Background: an optimization exercise with open tools, aiming at small area, a short achievable clock period and few clock cycles per item. Do not read the settings as production practice. The RTL was checked by simulation tests, not by an equivalence proof against the original design. Power and IR drop assume default switching activity.

$ cat design/flow/run.sh
#!/bin/bash
# synth_recipe.tcl (not shown) runs the flow's synth.tcl, then flattens the netlist and writes it again
# the make line also repeats each setting of config.mk as NAME=value (left out here)
make -C /OpenROAD-flow-scripts/flow DESIGN_CONFIG=/design/flow/config.mk WORK_HOME=/design/flow/orfs CLKGATE_MAP_FILE= SYNTH_SCRIPT=/design/flow/synth_recipe.tcl finish
$ cat design/flow/config.mk
export PLATFORM = sky130hd
export DESIGN_NAME = callout_timer_table
export DESIGN_NICKNAME = callout_timer_table
export VERILOG_FILES = /design/flow/design.v
export SDC_FILE = /design/flow/constraint.sdc
export NUM_CORES = 4
export LEC_CHECK = 0
export CAP_MARGIN = 20
export CORE_MARGIN = 2
export CORE_UTILIZATION = 40
export SLEW_MARGIN = 20
$ cat design/flow/constraint.sdc
create_clock -name core_clock -period 10.0 [get_ports {clk}]
set_input_delay 2.0000 -clock core_clock [delete_from_list [all_inputs] [get_ports {clk}]]
set_output_delay 2.0000 -clock core_clock [all_outputs]
set_load 0.01 [all_outputs]
$ cat design/flow/design.v
`default_nettype none
package ctt_pkg;
  localparam logic [2:0] OP_ADD     = 3'd0;
  localparam logic [2:0] OP_REMOVE  = 3'd1;
  localparam logic [2:0] OP_RESET   = 3'd2;
  localparam logic [2:0] OP_QUERY   = 3'd3;
  localparam logic [2:0] OP_PROCESS = 3'd4;
  localparam logic [2:0] OP_TICK    = 3'd5;
  localparam logic [1:0] STATUS_OK          = 2'd0;
  localparam logic [1:0] STATUS_FULL        = 2'd1;
  localparam logic [1:0] STATUS_NO_CALLBACK = 2'd2;
  typedef struct packed {
    logic [2:0]  op;
    logic [15:0] timer_handle;
    logic [31:0] delay_ticks;
    logic [7:0]  callback_id;
    logic [15:0] callback_arg;
  } ctt_cmd_t;
  typedef struct packed {
    logic [1:0]  status;
    logic        fired;
    logic [15:0] fired_handle;
    logic [7:0]  fired_callback;
    logic [15:0] fired_arg;
    logic [31:0] time_left;
    logic [4:0]  active_count;
  } ctt_rsp_t;
  typedef struct packed {
    logic        active;
    logic [15:0] handle;
    logic [7:0]  callback;
    logic [15:0] argument;
    logic [31:0] deadline;
  } ctt_entry_t;
  typedef enum logic [1:0] {
    ST_IDLE,
    ST_SCAN,
    ST_LAST,
    ST_FINISH
  } ctt_state_t;
endpackage
`default_nettype wire
`default_nettype none
import ctt_pkg::*;
module ctt_store
#(
  parameter int ENTRIES = 16,
  localparam int IW = $clog2(ENTRIES)
) (
  input  wire logic          clk,
  input  wire logic          rst,
  input  wire logic          rd_en,
  input  wire logic [IW-1:0] rd_addr,
  output      ctt_pkg::ctt_entry_t    rd_entry,
  input  wire logic          wr_en,
  input  wire logic [IW-1:0] wr_addr,
  input  wire ctt_pkg::ctt_entry_t    wr_data
);
  logic [72:0] mem [0:ENTRIES-1];
  logic [72:0] rd_q;
  logic       rd_ok;
  logic [ENTRIES-1:0] written;
  always_ff @(posedge clk) begin
    if (wr_en) begin
      mem[wr_addr] <= wr_data;
    end
    if (rd_en) begin
      rd_q  <= mem[rd_addr];
      rd_ok <= written[rd_addr];
    end
  end
  always_ff @(posedge clk) begin
    if (rst) begin
      written <= '0;
    end else if (wr_en) begin
      written[wr_addr] <= 1'b1;
    end
  end
  assign rd_entry = rd_ok ? rd_q : '0;
endmodule
`default_nettype wire
`default_nettype none
import ctt_pkg::*;
module ctt_seq
#(
  parameter int ENTRIES = 16,
  localparam int IW = $clog2(ENTRIES),
  localparam int CW = $clog2(ENTRIES + 1)
) (
  input  wire logic          clk,
  input  wire logic          rst,
  input  wire logic          start,
  input  wire ctt_pkg::ctt_cmd_t      cmd,
  output      logic          busy,
  output      logic          done,
  output      ctt_pkg::ctt_rsp_t      rsp,
  output      logic          rd_en,
  output      logic [IW-1:0] rd_addr,
  input  wire ctt_pkg::ctt_entry_t    rd_entry,
  output      logic          wr_en,
  output      logic [IW-1:0] wr_addr,
  output      ctt_pkg::ctt_entry_t    wr_data
);
  localparam logic [IW-1:0] LAST_IDX = IW'(ENTRIES - 1);
  ctt_pkg::ctt_state_t state, state_next;
  ctt_pkg::ctt_cmd_t   cmd_q;
  ctt_pkg::ctt_entry_t hit;
  logic [IW-1:0] rd_idx, chk_idx, sel_idx, fresh_idx;
  logic       chk_valid, found, fresh_found, take;
  logic [31:0] now, now_next, sum;
  logic [CW-1:0] act_cnt, cnt_next;
  logic       upd, wr_req;
  ctt_pkg::ctt_rsp_t   rsp_next;
  always_ff @(posedge clk) begin
    if (rst) begin
      state <= ST_IDLE;
    end else begin
      state <= state_next;
    end
  end
  always_comb begin
    state_next = state;
    case (state)
      ST_IDLE:   if (start) state_next = ST_SCAN;
      ST_SCAN:   if (rd_idx == LAST_IDX) state_next = ST_LAST;
      ST_LAST:   state_next = ST_FINISH;
      ST_FINISH: state_next = ST_IDLE;
      default:   state_next = ST_IDLE;
    endcase
  end
  assign busy    = (state != ST_IDLE);
  assign rd_en   = (state == ST_SCAN);
  assign rd_addr = rd_idx;
  always_comb begin
    case (cmd_q.op)
      OP_ADD: take = (rd_entry.handle == cmd_q.timer_handle) &&
                     (cmd_q.callback_arg == 16'd0 ||
                      rd_entry.argument == cmd_q.callback_arg);
      OP_REMOVE, OP_RESET, OP_QUERY:
        take = rd_entry.active && (rd_entry.handle == cmd_q.timer_handle);
      OP_PROCESS: take = rd_entry.active && (rd_entry.deadline != 32'd0) &&
                         (now >= rd_entry.deadline);
      default: take = 1'b0;
    endcase
  end
  always_ff @(posedge clk) begin
    if (rst) begin
      chk_valid <= 1'b0;
    end else begin
      chk_valid <= rd_en;
    end
  end
  always_ff @(posedge clk) begin
    chk_idx <= rd_idx;
    if (state == ST_IDLE && start) begin
      cmd_q       <= cmd;
      found       <= 1'b0;
      fresh_found <= 1'b0;
      rd_idx      <= '0;
    end else if (state == ST_SCAN) begin
      rd_idx <= rd_idx + 1'b1;
    end
    if (chk_valid && !found) begin
      if (take) begin
        found   <= 1'b1;
        sel_idx <= chk_idx;
        hit     <= rd_entry;
      end else if (cmd_q.op == OP_ADD && !rd_entry.active) begin
        fresh_found <= 1'b1;
        fresh_idx   <= chk_idx;
      end
    end
  end
  assign sum = cmd_q.delay_ticks + now;
  assign upd = !found || (cmd_q.callback_arg != 16'd0) ||
               (hit.callback != cmd_q.callback_id);
  always_comb begin
    wr_req   = 1'b0;
    wr_addr  = sel_idx;
    wr_data  = hit;
    rsp_next = '0;
    cnt_next = act_cnt;
    now_next = now;
    case (cmd_q.op)
      OP_ADD: begin
        if (found || fresh_found) begin
          wr_req          = 1'b1;
          wr_addr         = found ? sel_idx : fresh_idx;
          wr_data.active   = 1'b1;
          wr_data.deadline = sum;
          if (upd) begin
            wr_data.handle   = cmd_q.timer_handle;
            wr_data.callback = cmd_q.callback_id;
            wr_data.argument = cmd_q.callback_arg;
          end
          if (!found || !hit.active) begin
            cnt_next = CW'(act_cnt + 1'b1);
          end
        end else begin
          rsp_next.status = STATUS_FULL;
        end
      end
      OP_REMOVE: begin
        if (found) begin
          wr_req         = 1'b1;
          wr_data.active = 1'b0;
          wr_data.handle = '0;
          cnt_next       = CW'(act_cnt - 1'b1);
        end
      end
      OP_RESET: begin
        if (found) begin
          wr_req           = 1'b1;
          wr_data.deadline = sum;
        end
      end
      OP_QUERY: begin
        if (found && hit.deadline > now) begin
          rsp_next.time_left = hit.deadline - now;
        end
      end
      OP_PROCESS: begin
        if (found) begin
          wr_req                  = 1'b1;
          wr_data.active          = 1'b0;
          wr_data.handle          = '0;
          cnt_next                = CW'(act_cnt - 1'b1);
          rsp_next.fired          = 1'b1;
          rsp_next.fired_handle   = hit.handle;
          rsp_next.fired_callback = hit.callback;
          rsp_next.fired_arg      = hit.argument;
          if (hit.callback == 8'd0) begin
            rsp_next.status = STATUS_NO_CALLBACK;
          end
        end
      end
      OP_TICK: now_next = now + 32'd1;
      default: ;
    endcase
    rsp_next.active_count = 5'(cnt_next);
  end
  assign wr_en = (state == ST_FINISH) && wr_req;
  always_ff @(posedge clk) begin
    if (rst) begin
      now     <= '0;
      act_cnt <= '0;
      done    <= 1'b0;
    end else begin
      done <= (state == ST_FINISH);
      if (state == ST_FINISH) begin
        now     <= now_next;
        act_cnt <= cnt_next;
      end
    end
  end
  always_ff @(posedge clk) begin
    if (state == ST_FINISH) begin
      rsp <= rsp_next;
    end
  end
endmodule
`default_nettype wire
`default_nettype none
import ctt_pkg::*;
module callout_timer_table
#(
  parameter int ENTRIES = 16
) (
  input  wire logic     clk,
  input  wire logic     rst,
  input  wire logic     start,
  input  wire logic [74:0] cmd,
  output      logic     busy,
  output      logic     done,
  output      logic [79:0] rsp
);
  localparam int IW = $clog2(ENTRIES);
  logic          rd_en, wr_en;
  logic [IW-1:0] rd_addr, wr_addr;
  ctt_pkg::ctt_entry_t    rd_entry, wr_data;
  ctt_pkg::ctt_cmd_t      cmd_s;
  ctt_pkg::ctt_rsp_t      rsp_s;
  assign cmd_s = cmd;
  assign rsp   = rsp_s;
  ctt_store #(.ENTRIES(ENTRIES)) u_store (
    .clk      (clk),
    .rst      (rst),
    .rd_en    (rd_en),
    .rd_addr  (rd_addr),
    .rd_entry (rd_entry),
    .wr_en    (wr_en),
    .wr_addr  (wr_addr),
    .wr_data  (wr_data)
  );
  ctt_seq #(.ENTRIES(ENTRIES)) u_seq (
    .clk      (clk),
    .rst      (rst),
    .start    (start),
    .cmd      (cmd_s),
    .busy     (busy),
    .done     (done),
    .rsp      (rsp_s),
    .rd_en    (rd_en),
    .rd_addr  (rd_addr),
    .rd_entry (rd_entry),
    .wr_en    (wr_en),
    .wr_addr  (wr_addr),
    .wr_data  (wr_data)
  );
endmodule
`default_nettype wire
==> key figures <==
Clock tree
  • Worst skew pair latency: approximately 790 ps
  • Num CTS Buffers: 159
  • Htree depth: 4
  • CTS tree: done
  • CTS max path bufs: 3
  • Clk slew on worst S/H paths: 60 ps
  • Root Driver: clkbuf_16
  • Post-CTS setup repair buffer count: 0
  • Hold Buf Count CTS: 0
  • CTS Sinks: 1545
  • Post-CTS sizing: 0

Yosys
  • Synth Area in Adders: between 2 and 2.5%
  • Commonest cells post-synth: edfxtp_1, mux4_2, nor2_1, nand2_1, ha_1
  • Mux cell area share after synthesis: about 14%
  • Seq/Total Area, Yosys: roughly 73%
  • Synth area leader: edfxtp_1
  • Seq cells post-synth: ~1500
  • Distinct cells, synth: 80
  • Most frequently used flop master after synthesis: edfxtp_1
  • Synth top area share: a little under three quarters
  • Mapped Cells: around 3300
  • Synth Area per Inst: around 19 um2
  • Post-synthesis compound-gate area fraction: between 3 and 4%
  • Number of enable flip-flop cells after synthesis: 1478
  • Most common cell in the netlist: edfxtp_1
  • Synth Warn #: 2
  • Syn nets: 3476
  • Post-Synth XOR/XNOR Area: approximately 1.6%
  • Top cells by area, synth: edfxtp_1, mux4_2, ha_1, dfxtp_1, xnor2_1
  • Post-synth ARST share: 0%
  • Synthesized area: between 60000 and 70000 um2
  • Dominant combinational cell family by area after synthesis: multiplexers
  • Post-synthesis simple-gate area fraction: around 4.3%

Global route
  • Initial antenna violation count: 6
  • Grt ovf: 0
  • First-pass GRT wire length: ~220000 um
  • Total GRT Usage: a little under a fifth
  • Largest net degree at the start of global routing: 92
  • Number of global-route vias before repair: 32500

Finish
  • Synth-to-Final Area Change: 15.3%
  • Fill count: 13000
  • Fin area: slightly above 70000 um2
  • Reg area: 45700 um2
  • Share of cells above drive strength 1: 19.5%
  • Final core utilization: ~46%
  • Multi-input gate area: 16200 um2
  • Total Nets Final: 3734

STA
  • Hold Vio Cnt, Final: 0
  • Slew @ Worst Pin: roughly 1100 ps
  • Relative slew margins: 25.0%
  • Final slew viol count: 0
  • Total Neg Setup Slack: 0 ps
  • Fin crit share: a little over half
  • Slack of the critical path: about 4500 ps
  • Final-report setup violation count: 0
  • RSZ-0062 raised after global routing: false
  • FMAX: between 0.15 and 0.2 GHz
  • Final Skew: around 37 ps
  • Minimum clock period after layout: about 5500 ps

Placement
  • Final RePlAce weighted congestion: roughly 0.84
  • Dpl hpwl: 87800 um
  • DP Worst Slack: between 4000 and 5000 ps
  • Post-DP Area: 67000 um2
  • IO Port Bufs: around 160

Route
  • DRC Markers: 0
  • Initial DRC Count: 3209
  • Vias per std cell: roughly 5.5
  • WL per Instance: 25.9 um
  • Routed Antenna Nets: 0
  • Drt pass-1 iters: 5
  • Drt total wl: 148000 um
  • Via count: 31600

Floorplan
  • Core Footprint: 156000 um2
  • Initial core utilization: 40.2%
  • Die X: 400 um
  • Num rows: approximately 150
  • Die H: 400 um
  • Die ar.: about 160000 um2
  • I/O Pins: between 150 and 200

Power
  • Power per cell area: approximately 220 nW/um2
  • P_leak: 0.0230 uW
  • Worst ir drop on vdd: between 0.15 and 0.2 mV

Critical path
  • Crit path required time: 10400 ps
  • CP endpoint kind: flop
  • CP max FO: 58
  • CP Launch Point: u_store.rd_ok
  • Kind of critical path: flop to flop
  • Type of origin of the critical path: flop
  • Critical Path AT: around 5900 ps
  • Register-to-register setup slack: roughly 4500 ps
  • R2r startpoint: u_store.rd_ok

Hold path
  • Min-delay worst type: flop to flop
  • Worst hold start: u_seq.chk_idx[0]

Job
  • Number of max-cap violations: 0

Run status
  • Outcome: complete, no violations
[registers in the layout, indices dropped and copies added, names as in the netlist, 5 cells and up]
register / count
u_store.mem: 1168
u_seq.rsp: 80
u_seq.cmd_q: 75
u_seq.hit: 73
u_store.rd_q: 73
u_seq.now: 32
u_store.written: 16
u_seq.act_cnt: 5
[final timing paths]
path / to / cells past startpoint
setup / recovery: u_seq.hit[24] / 11
hold / removal: u_seq.fresh_idx[0] / 0
setup reg to reg: u_seq.hit[24] / 11
hold reg to reg: u_seq.fresh_idx[0] / 0
[worst max-delay path: stages, from the launching register on]
cell       delay, ps
edfxtp_1         790
buf_4            520
nand2_1          170
ha_1             340
nand4_1          120
or3_1            370
a2111oi_0        380
a211oi_1         140
buf_4            200
o22ai_1          350
nor2b_4          640
buf_4            900
[cell families (layout without fill, tap and decap cells)]
logic type / count (synthesis) / after routing
AOI/OAI and AO/OA: 339 / 339
other: 0 / 2
muxes: 404 / 404
xor gates and xnor gates: 115 / 115
buffers and inverters: 235 / 618
adders and majority gates: 110 / 110
and+or+nand+nor: 540 / 540
DFF: 1545 / 1545
[area by class of cell]
type                       count  area share (%)
tap                         2058            3.57
inverter                     100           0.523
timing repair buffer         232            2.97
clock buffer                 205            5.87
sequential                  1545            63.4
multi-input combinational   1508            22.4
antenna                        2         0.00693
clock inverter                81            1.26
[report_power, final]
| part | total, uW | internal (uW) | switching, uW |
|---|---|---|---|
| clock network | 5860 | 3350 | 2500 |
| registers | 7710 | 7420 | 293 |
| logic | 2670 | 1320 | 1350 |
[through the flow]
step	total power, uW	std cells	hold WS [ps]
6_report	16200	5731	424
3_5_place_dp	10600	5442	429
2_1_floorplan	9640	3288	329
3_3_place_gp	10600	5442	415
5_1_grt	16800	5730	423
4_1_cts	16400	5728	416
[cell usage in the layout (no fill, tap or decap), drive strengths merged, types with 24 or more instances in the layout]
master / n
dfxtp: 67
mux2: 26
nand3: 41
nor2: 159
clkbuf: 205
nand2: 113
xor2: 45
and2: 89
o21ai: 90
clkinv: 61
nand4: 24
xnor2: 70
clkdlybuf4s50: 158
buf: 74
a21o: 37
nor4: 24
mux4: 370
nor3: 26
ha: 108
inv: 104
edfxtp: 1478
a21oi: 90
[per-layer routing]
| layer | share of wire [%] | GRT usage, % |
|---|---|---|
| met5 | 0 | 0 |
| met4 | 2.5 | 5.56 |
| met3 | 6.2 | 3.55 |
| met2 | 48 | 29.5 |
| met1 | 44 | 26.3 |
Testbench counts, summed over its fixed seeds: cycles 121,608, items 6,400.

[static timing again, ports no longer ideal]
How much do the figures lean on ideal ports? The routed layout below was timed once more, with nothing changed but the port constraints.
Step 1 sets driving cells, clkbuf_16 on the clock port and buf_2 on the other inputs (assumed; they add their load-dependent delay and slew).
Step 2 moves the port delays by t, midway between the first and last clock arrival at a register: inputs arrive t later, outputs are due t later. That takes back most of the time a late clock gives input paths.
a / b / c = ideal / step 1 / step 2; a / b = the first two.
t, ns: 0.853
slack for setup (ns): 4.542 / 4.542 / 4.542
cell pins on the clock port's net: 1
After both steps this run still meets setup and hold. The setup slack of this run moves by 0.000 ns with the drivers and by 0.000 ns with both steps.
